From an optimization exercise on the open Yosys and OpenROAD flow, aimed at small area, a short achievable clock period and few clock cycles; shortcuts taken in it are not production practice. No activity file was given, so power comes from the tool's default toggle rates.

== red ==
==> flow/design.v <==
`timescale 1ns/1ps
module cpuCore (
  input  logic        CLK,
  input  logic        RST,
  input  logic        en,
  input  logic        start,
  output logic [7:0]  instAddr,
  input  logic [15:0] inst,
  output logic [7:0]  dataAddr,
  output logic        dataWe,
  output logic [15:0] dataOut,
  input  logic [15:0] dataIn,
  output logic        running
);
  localparam logic [4:0] OP_HALT = 5'b00001, OP_LOAD = 5'b00010, OP_STORE = 5'b00011,
    OP_ADD = 5'b10000, OP_ADDI = 5'b10001, OP_SUB = 5'b10011, OP_SUBI = 5'b10100,
    OP_INC = 5'b10110, OP_LDIL = 5'b10111, OP_LDIH = 5'b11000, OP_XOR = 5'b11001,
    OP_AND = 5'b11010, OP_OR = 5'b11011;
  logic        runQ, haltedQ, resumed;
  logic [7:0]  pc;
  logic [15:0] regs [8];
  logic [7:0]  valid;   
  logic [15:0] opA, opB;
  logic [3:0]  eShamt;
  logic [2:0]  eDest;
  logic [3:0]  eOff;
  logic        eWrites, eHalt, eStore, eInvB, eCin, eSra;
  logic        eSelSum, eSelLog, eSelShl, eSelShr, eSelLoad;
  logic [3:0]  eTt, fTt;
  logic [15:0] logicOut;
  logic [15:0] sum, shIn, shl, shr, res;
  logic [4:0]  fOp;
  logic [7:0]  fImm;
  logic [15:0] rA, rB, vA, nB, immValA, immValB;
  logic [7:0]  eWriting, usable, matchA, matchB;
  logic        fwdA, fwdB, immA, immB, bUsesD, fWrites;
  assign instAddr = pc;
  assign fOp  = inst[15:11];
  assign fImm = inst[7:0];
  assign bUsesD = (fOp == OP_STORE) || (fOp == OP_ADDI) || (fOp == OP_SUBI);
  assign immA   = (fOp == OP_ADDI) || (fOp == OP_SUBI);
  assign immValA = (fOp == OP_SUBI) ? {8'hFF, ~fImm} : {8'h00, fImm};
  always_comb begin
    case (fOp)
      OP_LDIL: begin immB = 1'b1; immValB = {8'h00, fImm}; end
      OP_LDIH: begin immB = 1'b1; immValB = {fImm, 8'h00}; end
      OP_INC:  begin immB = 1'b1; immValB = 16'd1; end
      default: begin immB = 1'b0; immValB = 16'd0; end
    endcase
  end
  always_comb begin
    for (int i = 0; i < 8; i++) begin
      eWriting[i] = runQ && eWrites && eDest == 3'(i);
      usable[i]   = valid[i] && !eWriting[i];
      matchA[i]   = inst[6:4] == 3'(i);
      matchB[i]   = bUsesD ? inst[10:8] == 3'(i) : inst[2:0] == 3'(i);
    end
  end
  assign fwdA = |(matchA & eWriting) && !immA;
  assign fwdB = |(matchB & eWriting) && !immB;
  always_comb begin
    rA = '0;
    rB = '0;
    for (int i = 0; i < 8; i++) begin
      rA = rA | ({16{matchA[i] && usable[i] && !immA}} & regs[i]);
      rB = rB | ({16{matchB[i] && usable[i] && !immB}} & regs[i]);
    end
  end
  assign vA = rA | ({16{immA}} & immValA) | ({16{fwdA}} & res);
  assign nB = rB | immValB | ({16{fwdB}} & res);
  always_comb begin
    case (fOp)
      OP_XOR:  fTt = 4'b0110;
      OP_AND:  fTt = 4'b1000;
      OP_OR:   fTt = 4'b1110;
      default: fTt = 4'b1010;
    endcase
  end
  assign fWrites = (fOp == OP_LOAD) || (fOp[4] && fOp != 5'b10010 && fOp != 5'b10101);
  always_ff @(posedge CLK) begin
    opA      <= vA;
    opB      <= nB;
    eShamt   <= nB[3:0] & {4{fOp[4:2] == 3'b111}};   
    eDest    <= inst[10:8];
    eOff     <= inst[3:0];
    eWrites  <= fWrites;
    eHalt    <= (fOp == OP_HALT);
    eStore   <= (fOp == OP_STORE);
    eInvB    <= (fOp == OP_SUB);
    eCin     <= (fOp == OP_SUB) || (fOp == OP_SUBI);
    eSra     <= fOp[0] && fOp[4:1] == 4'b1111;
    eSelSum  <= (fOp == OP_ADD) || (fOp == OP_ADDI) || (fOp == OP_SUB) ||
                (fOp == OP_SUBI) || (fOp == OP_INC);
    eSelLog  <= (fOp == OP_XOR) || (fOp == OP_AND) || (fOp == OP_OR) ||
                (fOp == OP_LDIL) || (fOp == OP_LDIH);
    eTt      <= fTt;
    eSelShl  <= (fOp[4:1] == 4'b1110);
    eSelShr  <= (fOp[4:1] == 4'b1111);
    eSelLoad <= (fOp == OP_LOAD);
  end
  assign sum = opA + (opB ^ {16{eInvB}}) + {15'd0, eCin};
  always_comb begin
    for (int i = 0; i < 16; i++) begin
      shIn[i] = eSelShl ? opA[15-i] : opA[i];
    end
    shr = 16'($signed({eSra & opA[15], shIn}) >>> eShamt);
    for (int i = 0; i < 16; i++) begin
      shl[i] = shr[15-i];
    end
  end
  always_comb begin
    for (int i = 0; i < 16; i++) begin
      logicOut[i] = eTt[{opA[i], opB[i]}];
    end
  end
  assign res = ({16{eSelSum}}  & sum) |
               ({16{eSelLog}}  & logicOut) |
               ({16{eSelShl}}  & shl) |
               ({16{eSelShr}}  & shr) |
               ({16{eSelLoad}} & dataIn);
  always_ff @(posedge CLK) begin
    if (runQ && eWrites) begin
      regs[eDest] <= res;
    end
  end
  always_ff @(posedge CLK or posedge RST) begin
    if (RST) begin
      valid <= '0;
    end else if (runQ && eWrites) begin
      valid[eDest] <= 1'b1;
    end
  end
  assign dataAddr = opA[7:0] + {4'h0, eOff};
  assign dataOut  = opB;
  assign dataWe   = runQ && eStore;
  assign running = runQ && !(eHalt && !resumed);
  always_ff @(posedge CLK or posedge RST) begin
    if (RST) begin
      runQ    <= 1'b0;
      haltedQ <= 1'b0;
      resumed <= 1'b0;
      pc      <= '0;
    end else begin
      resumed <= 1'b0;
      if (runQ) begin
        if (eHalt) begin
          runQ    <= 1'b0;
          haltedQ <= 1'b1;
        end else if (!en) begin
          runQ <= 1'b0;   
        end else begin
          pc <= pc + 8'd1;
        end
      end else if (en && start && !haltedQ) begin
        runQ    <= 1'b1;
        resumed <= 1'b1;
        pc      <= pc + 8'd1;
      end
    end
  end
endmodule
clock: 5.0 ns
lec_check: 0
cap_margin: 20
core_area: 5.06 5.44 215.41 214.88
cts_buf_list: sky130_fd_sc_hd__clkbuf_4 sky130_fd_sc_hd__clkbuf_8
die_area: 0 0 220.41 220.32
setup_slack_margin: 2.0
slew_margin: 20
tns_end_percent: 5
standard.sh (not shown) runs the stock make flow with config.mk's settings and CLKGATE_MAP_FILE= SYNTH_SCRIPT=/design/flow/synth_recipe.tcl, a recipe that flattens the netlist after the stock synthesis.
==> flow/flow/run.sh <==
#!/bin/bash
# Standard layout, with the port buffers made of sky130_fd_sc_hd__buf_1
# instead of the delay buffer buffer_ports picks by default.
set -euo pipefail
export BUFFER_PORTS_ARGS="-buffer_cell sky130_fd_sc_hd__buf_1"
bash standard.sh > standard.log 2>&1
red: done, clean on timing, DRC and antenna
diff inputs: red => blue
-- flow/design.v --
<<< red, line 22
  logic [7:0]  valid;   
  logic [15:0] opA, opB;
  logic [3:0]  eShamt;
  logic [2:0]  eDest;
  logic [3:0]  eOff;
  logic        eWrites, eHalt, eStore, eInvB, eCin, eSra;
  logic        eSelSum, eSelLog, eSelShl, eSelShr, eSelLoad;
  logic [3:0]  eTt, fTt;
  logic [15:0] logicOut;
  logic [15:0] sum, shIn, shl, shr, res;
>>> blue, line 22
  logic [7:0]  valid;   
  logic [15:0] opA, opB;
  logic [2:0]  eDest;
  logic [3:0]  eOff;
  logic        eWrites, eHalt, eStore, eInvB, eCin, eSra;
  logic        eSelSum, eLogDiff, eLogBoth, eSelShl, eSelShr, eSelLoad;
  logic [15:0] logicOut;
  logic [15:0] sum, shIn, shl, shr, res;
<<< red, line 39
  assign fImm = inst[7:0];
  assign bUsesD = (fOp == OP_STORE) || (fOp == OP_ADDI) || (fOp == OP_SUBI);
  assign immA   = (fOp == OP_ADDI) || (fOp == OP_SUBI);
  assign immValA = (fOp == OP_SUBI) ? {8'hFF, ~fImm} : {8'h00, fImm};
  always_comb begin
    case (fOp)
>>> blue, line 37
  assign fImm = inst[7:0];
  assign bUsesD = (fOp == OP_STORE) || (fOp == OP_ADDI) || (fOp == OP_SUBI);
  assign immA   = (fOp == OP_ADDI) || (fOp == OP_SUBI) || (fOp == OP_LDIL) || (fOp == OP_LDIH);
  always_comb begin
    case (fOp)
      OP_ADDI: immValA = {8'h00, fImm};
      OP_SUBI: immValA = {8'hFF, ~fImm};
      default: immValA = 16'h0000;
    endcase
  end
  always_comb begin
    case (fOp)
<<< red, line 69
  assign vA = rA | ({16{immA}} & immValA) | ({16{fwdA}} & res);
  assign nB = rB | immValB | ({16{fwdB}} & res);
  always_comb begin
    case (fOp)
      OP_XOR:  fTt = 4'b0110;
      OP_AND:  fTt = 4'b1000;
      OP_OR:   fTt = 4'b1110;
      default: fTt = 4'b1010;
    endcase
  end
  assign fWrites = (fOp == OP_LOAD) || (fOp[4] && fOp != 5'b10010 && fOp != 5'b10101);
  always_ff @(posedge CLK) begin
    opA      <= vA;
    opB      <= nB;
    eShamt   <= nB[3:0] & {4{fOp[4:2] == 3'b111}};   
    eDest    <= inst[10:8];
    eOff     <= inst[3:0];
>>> blue, line 73
  assign vA = rA | ({16{immA}} & immValA) | ({16{fwdA}} & res);
  assign nB = rB | immValB | ({16{fwdB}} & res);
  assign fWrites = (fOp == OP_LOAD) || (fOp[4] && fOp != 5'b10010 && fOp != 5'b10101);
  always_ff @(posedge CLK) begin
    opA      <= vA;
    opB      <= nB;
    eDest    <= inst[10:8];
    eOff     <= inst[3:0];
<<< red, line 91
    eSra     <= fOp[0] && fOp[4:1] == 4'b1111;
    eSelSum  <= (fOp == OP_ADD) || (fOp == OP_ADDI) || (fOp == OP_SUB) ||
                (fOp == OP_SUBI) || (fOp == OP_INC);
    eSelLog  <= (fOp == OP_XOR) || (fOp == OP_AND) || (fOp == OP_OR) ||
                (fOp == OP_LDIL) || (fOp == OP_LDIH);
    eTt      <= fTt;
    eSelShl  <= (fOp[4:1] == 4'b1110);
    eSelShr  <= (fOp[4:1] == 4'b1111);
>>> blue, line 86
    eSra     <= fOp[0] && fOp[4:1] == 4'b1111;
    eSelSum  <= (fOp == OP_ADD) || (fOp == OP_ADDI) || (fOp == OP_SUB) ||
                (fOp == OP_SUBI) || (fOp == OP_INC) || (fOp == OP_LDIL) || (fOp == OP_LDIH);
    eLogDiff <= (fOp == OP_XOR) || (fOp == OP_OR);
    eLogBoth <= (fOp == OP_AND) || (fOp == OP_OR);
    eSelShl  <= (fOp[4:1] == 4'b1110);
    eSelShr  <= (fOp[4:1] == 4'b1111);
<<< red, line 104
      shIn[i] = eSelShl ? opA[15-i] : opA[i];
    end
    shr = 16'($signed({eSra & opA[15], shIn}) >>> eShamt);
    for (int i = 0; i < 16; i++) begin
      shl[i] = shr[15-i];
    end
  end
  always_comb begin
    for (int i = 0; i < 16; i++) begin
      logicOut[i] = eTt[{opA[i], opB[i]}];
    end
  end
  assign res = ({16{eSelSum}}  & sum) |
               ({16{eSelLog}}  & logicOut) |
               ({16{eSelShl}}  & shl) |
               ({16{eSelShr}}  & shr) |
>>> blue, line 98
      shIn[i] = eSelShl ? opA[15-i] : opA[i];
    end
    shr = 16'($signed({eSra & opA[15], shIn}) >>> opB[3:0]);
    for (int i = 0; i < 16; i++) begin
      shl[i] = shr[15-i];
    end
  end
  assign logicOut = ((opA ^ opB) & {16{eLogDiff}}) | ((opA & opB) & {16{eLogBoth}});
  assign res = ({16{eSelSum}}  & sum) |
               logicOut |
               ({16{eSelShl}}  & shl) |
               ({16{eSelShr}}  & shr) |
- Between blue and red, final instance area is lower for blue, red comes in above that.
- blue has fraction of met3 tracks used by global routing below what red had.
- Delta(clock group share of total power, blue - red) < 0
- Compare blue and red | gate count of the mapped netlist higher: red
- [blue vs red] portion of the clock cycle consumed by the worst path in the final layout: higher in blue
- Class of the most critical setup path: reg2reg -> blue, reg2out -> red
- Leakage power figure (blue vs. red) decreases slightly
- As of blue, number of global-route vias before repair had fallen by a few percent compared to red.
- Area growth from synthesis to layout in blue vs red: down 4.0 points
No functional check of the RTL was part of any run of this note.

-- what the ideal ports hide --
In the flow no input, the clock included, has a driving cell. The finished layouts below were timed again as built, in two steps.
Step 1 (the two cells are an assumption about what drives the block):
set clk [get_ports {CLK}]
set_driving_cell -lib_cell sky130_fd_sc_hd__clkbuf_16 $clk
set_driving_cell -lib_cell sky130_fd_sc_hd__buf_2 [delete_from_list [all_inputs] $clk]
Step 2 times the ports against the registers' clock, not the clock port: input delays grow and output delays shrink by t, the midpoint of the rising clock arrivals with the driver on.
a / b / c = no drivers / after step 1 / after step 2; a / b = the first two.
run | t, ns | setup WS [ns] | worst setup path at the end
red | 0.559 | 1.811 / 1.769 / 1.493 | input to register
blue | 0.527 | 1.750 / 1.743 / 1.305 | input to register
After both steps every run listed still meets setup and hold. For blue, which loses most, drivers alone change the setup slack by -0.007 ns; drivers and shift together by -0.445 ns.
